This design comes from an exercise in tuning for small area, a short achievable clock period and few clock cycles per item on the open sky130 flow, not from production work.
Where RTL was checked, it was by simulation tests only, not by an equivalence proof against the original.
Power is estimated from default activity; no workload was simulated.

trial 33:
==> flow/design.v (excerpt) <==
module fxp_alu_pipe #(
  parameter int INST_W    = 4,
  parameter int INT_W     = 6,
  parameter int FRAC_W    = 10,
  parameter int DATA_W    = INT_W + FRAC_W,
  parameter int ACC_DEPTH = 16,
  parameter int ACC_GUARD = 5
) (
  input  logic              i_clk,
  input  logic              i_rst_n,
  input  logic              i_in_valid,
  output logic              o_in_ready,
  input  logic [INST_W-1:0] i_inst,
  input  logic [DATA_W-1:0] i_data_a,
  input  logic [DATA_W-1:0] i_data_b,
  output logic              o_out_valid,
  input  logic              i_out_ready,
  output logic [DATA_W-1:0] o_data,
  output logic              o_sat
);
Size: roughly 2300 cells after synthesis, about 650 flip-flops, roughly 59 I/O pins, roughly 30000 sq um of cells after synthesis.
==> flow/config.mk <==
export PLATFORM = sky130hd
export DESIGN_NAME = fxp_alu_pipe
export DESIGN_NICKNAME = fxp_alu_pipe
export VERILOG_FILES = /design/flow/design.v
export SDC_FILE = /design/flow/constraint.sdc
export NUM_CORES = 4
export LEC_CHECK = 0
export CAP_MARGIN = 20
export CORE_MARGIN = 2
export CORE_UTILIZATION = 55
export CTS_BUF_LIST = sky130_fd_sc_hd__clkbuf_8 sky130_fd_sc_hd__clkbuf_16
export CTS_CLUSTER_DIAMETER = 100
export CTS_CLUSTER_SIZE = 25
export SLEW_MARGIN = 20
==> flow/constraint.sdc <==
create_clock -name core_clock -period 11.0 [get_ports {i_clk}]
set_input_delay 2.2000 -clock core_clock [delete_from_list [all_inputs] [get_ports {i_clk}]]
set_output_delay 2.2000 -clock core_clock [all_outputs]
set_load 0.01 [all_outputs]
standard.sh (not shown) runs the stock make flow with config.mk's settings and CLKGATE_MAP_FILE= SYNTH_SCRIPT=/design/flow/synth_recipe.tcl, a recipe that flattens the netlist after the stock synthesis.
==> flow/flow/run.sh <==
#!/bin/bash
# Standard ORFS layout (the standard.sh, unchanged synthesis), with the
# timing repair asked to leave setup slack for a shorter period than the
# 11 ns clock the constraints keep, and plain buffers on the ports.
set -euo pipefail
MARGIN=$(cat flow/margin.txt)
bash standard.sh SETUP_SLACK_MARGIN=$MARGIN \
  "BUFFER_PORTS_ARGS=-buffer_cell sky130_fd_sc_hd__buf_2" finish > flow_make.log 2>&1
==> flow/flow/margin.txt <==
7.7
Input changes introduced in trial 16 (baseline for comparison: trial 33):
==> flow/flow/margin.txt <==
7.75
## What came out
Trial 16 vs trial 33, met1 layer usage reported by global route went down by 0.57 points. Summary of trial 16 over trial 33: minimum clock period after layout comparable; final standard cell count with taps included and fillers excluded held; transition time at the pin with the least slew margin now larger; sum of internal, switching and leakage power increased 140 uW.
Function was not checked in any run of this note: the RTL went through the layout flow alone.

## run 1
fxp_alu_pipe, a different RTL version from the one above (not shown whole).
Size in the first run: about 59 I/O pins, about 29000 µm² of cells after synthesis.
// fxp_alu_pipe
module fxp_alu_pipe #(
  parameter int INST_W    = 4,
  parameter int INT_W     = 6,
  parameter int FRAC_W    = 10,
  parameter int DATA_W    = INT_W + FRAC_W,
  parameter int ACC_DEPTH = 16,
  parameter int ACC_GUARD = 5
) (
  input  logic              i_clk,
  input  logic              i_rst_n,
  input  logic              i_in_valid,
  output logic              o_in_ready,
  input  logic [INST_W-1:0] i_inst,
  input  logic [DATA_W-1:0] i_data_a,
  input  logic [DATA_W-1:0] i_data_b,
  output logic              o_out_valid,
  input  logic              i_out_ready,
  output logic [DATA_W-1:0] o_data,
  output logic              o_sat
);
==> flow/config.mk <==
export PLATFORM = sky130hd
export DESIGN_NAME = fxp_alu_pipe
export DESIGN_NICKNAME = fxp_alu_pipe
export VERILOG_FILES = /design/flow/design.v
export SDC_FILE = /design/flow/constraint.sdc
export NUM_CORES = 4
export LEC_CHECK = 0
export CAP_MARGIN = 20
export CORE_MARGIN = 2
export CORE_UTILIZATION = 40
export CTS_BUF_LIST = sky130_fd_sc_hd__clkbuf_4 sky130_fd_sc_hd__clkbuf_8
export SLEW_MARGIN = 20
==> flow/constraint.sdc <==
create_clock -name core_clock -period 11.0 [get_ports {i_clk}]
set_input_delay 2.2000 -clock core_clock [delete_from_list [all_inputs] [get_ports {i_clk}]]
set_output_delay 2.2000 -clock core_clock [all_outputs]
set_load 0.01 [all_outputs]
==> flow/flow/run.sh <==
#!/bin/bash
# Standard ORFS layout (the standard.sh, unchanged synthesis), with the
# timing repair asked to leave setup slack for a shorter period than the
# 11 ns clock the constraints keep.
set -euo pipefail
MARGIN=$(cat flow/margin.txt)
bash standard.sh SETUP_SLACK_MARGIN=$MARGIN finish > flow_make.log 2>&1
==> flow/flow/margin.txt <==
7.7
For run 2, these inputs were changed with respect to run 1:
Settings: CTS_BUF_LIST no longer set, was sky130_fd_sc_hd__clkbuf_4 sky130_fd_sc_hd__clkbuf_8.
Notes after the runs:
Core util | run 2 vs run 1 | run 2 lower
Run 2 — power share of the clock group 0.9 points higher, run 1 as reference
Total power draw on run 2 is down relative to run 1.
Going from run 1 to run 2, routed wire length saw a decrease, power density over the cells saw a decrease, wire length on met2 saw a decrease.
No functional check of the RTL was part of any run of this note.

## indigo
fxp_alu_pipe, a different RTL version from the one above (not shown whole).
For scale: ~2300 cells after synthesis, about 630 flip-flops, about 59 I/O pins, roughly 30000 um2 of cells after synthesis.
Design fxp_alu_pipe, start of the top module:
module fxp_alu_pipe #(
  parameter int INST_W    = 4,
  parameter int INT_W     = 6,
  parameter int FRAC_W    = 10,
  parameter int DATA_W    = INT_W + FRAC_W,
  parameter int ACC_DEPTH = 16,
  parameter int ACC_GUARD = 5
) (
  input  logic              i_clk,
  input  logic              i_rst_n,
  input  logic              i_in_valid,
  output logic              o_in_ready,
  input  logic [INST_W-1:0] i_inst,
  input  logic [DATA_W-1:0] i_data_a,
  input  logic [DATA_W-1:0] i_data_b,
  output logic              o_out_valid,
  input  logic              i_out_ready,
  output logic [DATA_W-1:0] o_data,
  output logic              o_sat
);
export LEC_CHECK = 0
export CAP_MARGIN = 20
export CORE_MARGIN = 2
export CORE_UTILIZATION = 55
export CTS_BUF_LIST = sky130_fd_sc_hd__clkbuf_8 sky130_fd_sc_hd__clkbuf_16
export CTS_CLUSTER_DIAMETER = 100
export CTS_CLUSTER_SIZE = 25
export SLEW_MARGIN = 20
create_clock -name core_clock -period 11.0 [get_ports {i_clk}]
==> flow/flow/run.sh <==
#!/bin/bash
# Standard ORFS layout (the standard.sh, unchanged synthesis), with the
# timing repair asked to leave setup slack for a shorter period than the
# 11 ns clock the constraints keep, and plain buffers on the ports.
set -euo pipefail
MARGIN=$(cat flow/margin.txt)
bash standard.sh SETUP_SLACK_MARGIN=$MARGIN \
  "BUFFER_PORTS_ARGS=-buffer_cell sky130_fd_sc_hd__buf_2" finish > flow_make.log 2>&1
==> flow/flow/margin.txt <==
7.65
For amber, these inputs were changed with respect to indigo:
- PLACE_DENSITY newly set to 0.7
- CORE_UTILIZATION changed from 55 to 60
==> flow/flow/margin.txt <==
7.7
Findings:
- amber: full flow OK, the timing, DRC and antenna checks passed
- In terms of sequential share of layout area, indigo and amber differ only marginally.
- Reported for indigo and amber, area after synthesis turned out identical to the last digit.
- In amber, the global-route usage came out 2.1 points above the value in indigo.
Changes in willow relative to amber:
- CORE_UTILIZATION now 55, was 60
- PLACE_DENSITY no longer set, was 0.7
- CTS_CLUSTER_DIAMETER no longer set, was 100
- CTS_BUF_LIST no longer set, was sky130_fd_sc_hd__clkbuf_8 sky130_fd_sc_hd__clkbuf_16
==> flow/flow/run.sh <==
#!/bin/bash
# Standard ORFS layout (the standard.sh, unchanged synthesis), with the
# timing repair asked to leave setup slack for a shorter period than the
# 11 ns clock the constraints keep, plain buffers on the ports, and larger
# clock-tree sink clusters.
set -euo pipefail
MARGIN=$(cat flow/margin.txt)
CTS="$(cat flow/cts_args.txt)"
bash standard.sh SETUP_SLACK_MARGIN=$MARGIN \
  "BUFFER_PORTS_ARGS=-buffer_cell sky130_fd_sc_hd__buf_2" \
  "CTS_ARGS=$CTS" finish > flow_make.log 2>&1
==> flow/flow/cts_args.txt (new file) <==
-repair_clock_nets -buf_list sky130_fd_sc_hd__clkbuf_16 -root_buf sky130_fd_sc_hd__clkbuf_16
==> notes.md <==
- From amber to willow the numbers moved as follows: total clock buffers created by CTS rose 52; buffer and inverter count on the worst path rose 1; final area rose 1900 um2.
- Having completed the whole flow, willow delivered a layout that passed the timing, DRC and antenna checks.
- willow has initial antenna violation count above what amber had.
- The count of clock-buffer cells in the layout reported for willow is greater than that of amber by 180%.
- Total number of tap cells, willow and amber: higher on willow
- willow: share of cell area taken by multi-input logic gates lower than amber
- Looking at worst slack after detailed placement, willow sits 0.13 ns higher than amber does.
- When the final numbers for willow and amber were put side by side, the critical path depth turned out to be smaller in amber.
- Per the comparison of willow with amber, setup slack went down 0.042 ns, logic gate share of total power now smaller.
--- input diff willow..juniper ---
- PLACE_DENSITY newly set to 0.75
- CTS_CLUSTER_DIAMETER newly set to 100
- CTS_BUF_LIST newly set to sky130_fd_sc_hd__clkbuf_8 sky130_fd_sc_hd__clkbuf_16
==> flow/flow/run.sh <==
#!/bin/bash
# Standard ORFS layout (the standard.sh, unchanged synthesis), with the
# timing repair asked to leave setup slack for a shorter period than the
# 11 ns clock the constraints keep, and plain buffers on the ports.
set -euo pipefail
MARGIN=$(cat flow/margin.txt)
bash standard.sh SETUP_SLACK_MARGIN=$MARGIN \
  "BUFFER_PORTS_ARGS=-buffer_cell sky130_fd_sc_hd__buf_2" finish > flow_make.log 2>&1
removed: flow/flow/cts_args.txt
==> notes.md <==
Run comparison: juniper worst setup path endpoint o_data[12]; willow worst setup path endpoint u_bank.mem_q[335]. Reported for juniper and willow, total count of hold-check failures in the final report turned out identical to the last digit. The flop-to-flop setup slack of juniper is higher than that of willow. Changes observed in juniper relative to willow: share of total power consumed by net switching higher, design area saw a decrease, final cell utilization of the core saw a decrease, wire length of the first global-routing pass lost 4.1%, first-iteration DRC count now larger. willow -> juniper: routability congestion estimate increased by a few percent.
No run of this note included a check of the RTL's function; only the layout flow was run.

Setup of oak:
Another version of the RTL of fxp_alu_pipe (not shown whole).
For scale: about 2400 cells after synthesis, about 59 I/O pins.
==> flow/config.mk <==
export PLATFORM = sky130hd
export DESIGN_NAME = fxp_alu_pipe
export DESIGN_NICKNAME = fxp_alu_pipe
export VERILOG_FILES = /design/flow/design.v
export SDC_FILE = /design/flow/constraint.sdc
export NUM_CORES = 4
export LEC_CHECK = 0
export CAP_MARGIN = 20
export CORE_MARGIN = 2
export CORE_UTILIZATION = 55
export CTS_BUF_LIST = sky130_fd_sc_hd__clkbuf_8 sky130_fd_sc_hd__clkbuf_16
export CTS_CLUSTER_DIAMETER = 100
export CTS_CLUSTER_SIZE = 25
export SLEW_MARGIN = 20
==> flow/constraint.sdc <==
create_clock -name core_clock -period 11.0 [get_ports {i_clk}]
set_input_delay 2.2000 -clock core_clock [delete_from_list [all_inputs] [get_ports {i_clk}]]
set_output_delay 2.2000 -clock core_clock [all_outputs]
set_load 0.01 [all_outputs]
==> flow/flow/run.sh <==
#!/bin/bash
# Standard ORFS layout (the standard.sh, unchanged synthesis), with the
# timing repair asked to leave setup slack for a shorter period than the
# 11 ns clock the constraints keep, and plain buffers on the ports.
set -euo pipefail
MARGIN=$(cat flow/margin.txt)
bash standard.sh SETUP_SLACK_MARGIN=$MARGIN \
  "BUFFER_PORTS_ARGS=-buffer_cell sky130_fd_sc_hd__buf_2" finish > flow_make.log 2>&1
==> flow/flow/margin.txt <==
7.7
Testbench counts of oak, summed over its fixed seeds: cycles 24,032, items 24,000.
Here is what was changed in the inputs of pine compared with oak.
Settings: CTS_CLUSTER_SIZE: 25 -> unset; CTS_CLUSTER_DIAMETER: 100 -> unset; CTS_BUF_LIST: sky130_fd_sc_hd__clkbuf_8 sky130_fd_sc_hd__clkbuf_16 -> unset.
==> flow/flow/run.sh <==
#!/bin/bash
# Standard ORFS layout (the standard.sh, unchanged synthesis), with the
# timing repair asked to leave setup slack for a shorter period than the
# 11 ns clock the constraints keep, plain buffers on the ports, and larger
# clock-tree sink clusters.
set -euo pipefail
MARGIN=$(cat flow/margin.txt)
CTS="$(cat flow/cts_args.txt)"
bash standard.sh SETUP_SLACK_MARGIN=$MARGIN \
  "BUFFER_PORTS_ARGS=-buffer_cell sky130_fd_sc_hd__buf_2" \
  "CTS_ARGS=$CTS" finish > flow_make.log 2>&1
==> flow/flow/cts_args.txt (new file) <==
-sink_clustering_enable -repair_clock_nets -sink_clustering_size 40 -sink_clustering_max_diameter 60 -buf_list sky130_fd_sc_hd__clkbuf_16 -root_buf sky130_fd_sc_hd__clkbuf_16
==> comparison <==
- pine vs oak — number of resized instances in the post-cts repair step dropped by more than 10%
- Between oak and pine, flip-flop and latch share of the layout cell area is lower for pine, oak comes in above that.
- oak -> pine: share of the synthesized netlist area taken by xor and xnor gates delta 0, exact match
- From pine to oak, maximum number of pins on one net before global-route repair did not move at all.
#### Input delta (birch over pine)
Settings: setting CTS_CLUSTER_DIAMETER to 80 for the first time; setting CTS_CLUSTER_SIZE to 30 for the first time; setting CTS_BUF_LIST to sky130_fd_sc_hd__clkbuf_8 sky130_fd_sc_hd__clkbuf_16 for the first time; changing CORE_UTILIZATION from 55 to 40.
==> flow/flow/run.sh <==
#!/bin/bash
# Standard ORFS layout (the standard.sh, unchanged synthesis), with the
# timing repair asked to leave setup slack for a shorter period than the
# 11 ns clock the constraints keep, and plain buffers on the ports.
set -euo pipefail
MARGIN=$(cat flow/margin.txt)
bash standard.sh SETUP_SLACK_MARGIN=$MARGIN \
  "BUFFER_PORTS_ARGS=-buffer_cell sky130_fd_sc_hd__buf_2" finish > flow_make.log 2>&1
removed: flow/flow/cts_args.txt
Findings:
- birch ran to completion and came out clean on the timing, DRC and antenna checks.
- birch has clock network power share below what pine had.
- Going from pine to birch, final worst-path cycle share went up by 0.20 points, length in cells of the worst reg-to-reg path went down by 3, switching power as a share of total power up 0.24 points.

## port drivers added, routing unchanged
How much do the figures lean on ideal ports? The routed layouts below were timed once more, with nothing changed but the port constraints.
Step 1, drivers: a clkbuf_16 drives i_clk and a buf_2 each remaining input, both assumed.
Step 2 times the ports against the registers' clock, not the clock port: input delays grow and output delays shrink by t, the midpoint of the rising clock arrivals with the driver on.
a / b / c = no drivers / after step 1 / after step 2; a / b = the first two.
run	t, ns	setup WS [ns]	hold slack, ns	pins driven straight from the clock port
trial 33	0.697	7.583 / 7.524 / 7.129	0.338 / 0.338 / 0.338	1
trial 16	0.684	7.585 / 7.521 / 7.088	0.343 / 0.343 / 0.343	1
run 1	0.746	7.465 / 7.405 / 6.953	0.345 / 0.345 / 0.345	1
run 2	0.696	7.490 / 7.420 / 7.124	0.348 / 0.348 / 0.348	1
indigo	0.684	7.546 / 7.546 / 7.179	0.330 / 0.330 / 0.330	1
amber	0.689	7.582 / 7.517 / 7.128	0.331 / 0.331 / 0.331	1
willow	0.700	7.540 / 7.540 / 7.134	0.327 / 0.327 / 0.327	1
juniper	0.671	7.621 / 7.561 / 7.126	0.369 / 0.369 / 0.369	1
oak	0.673	7.618 / 7.556 / 7.145	0.338 / 0.338 / 0.338	1
pine	0.660	7.634 / 7.571 / 7.121	0.343 / 0.343 / 0.343	1
birch	0.670	7.612 / 7.549 / 7.112	0.334 / 0.334 / 0.334	1
After both steps every run listed still meets setup and hold. For pine, which loses most, drivers alone change the setup slack by -0.063 ns; drivers and shift together by -0.513 ns.
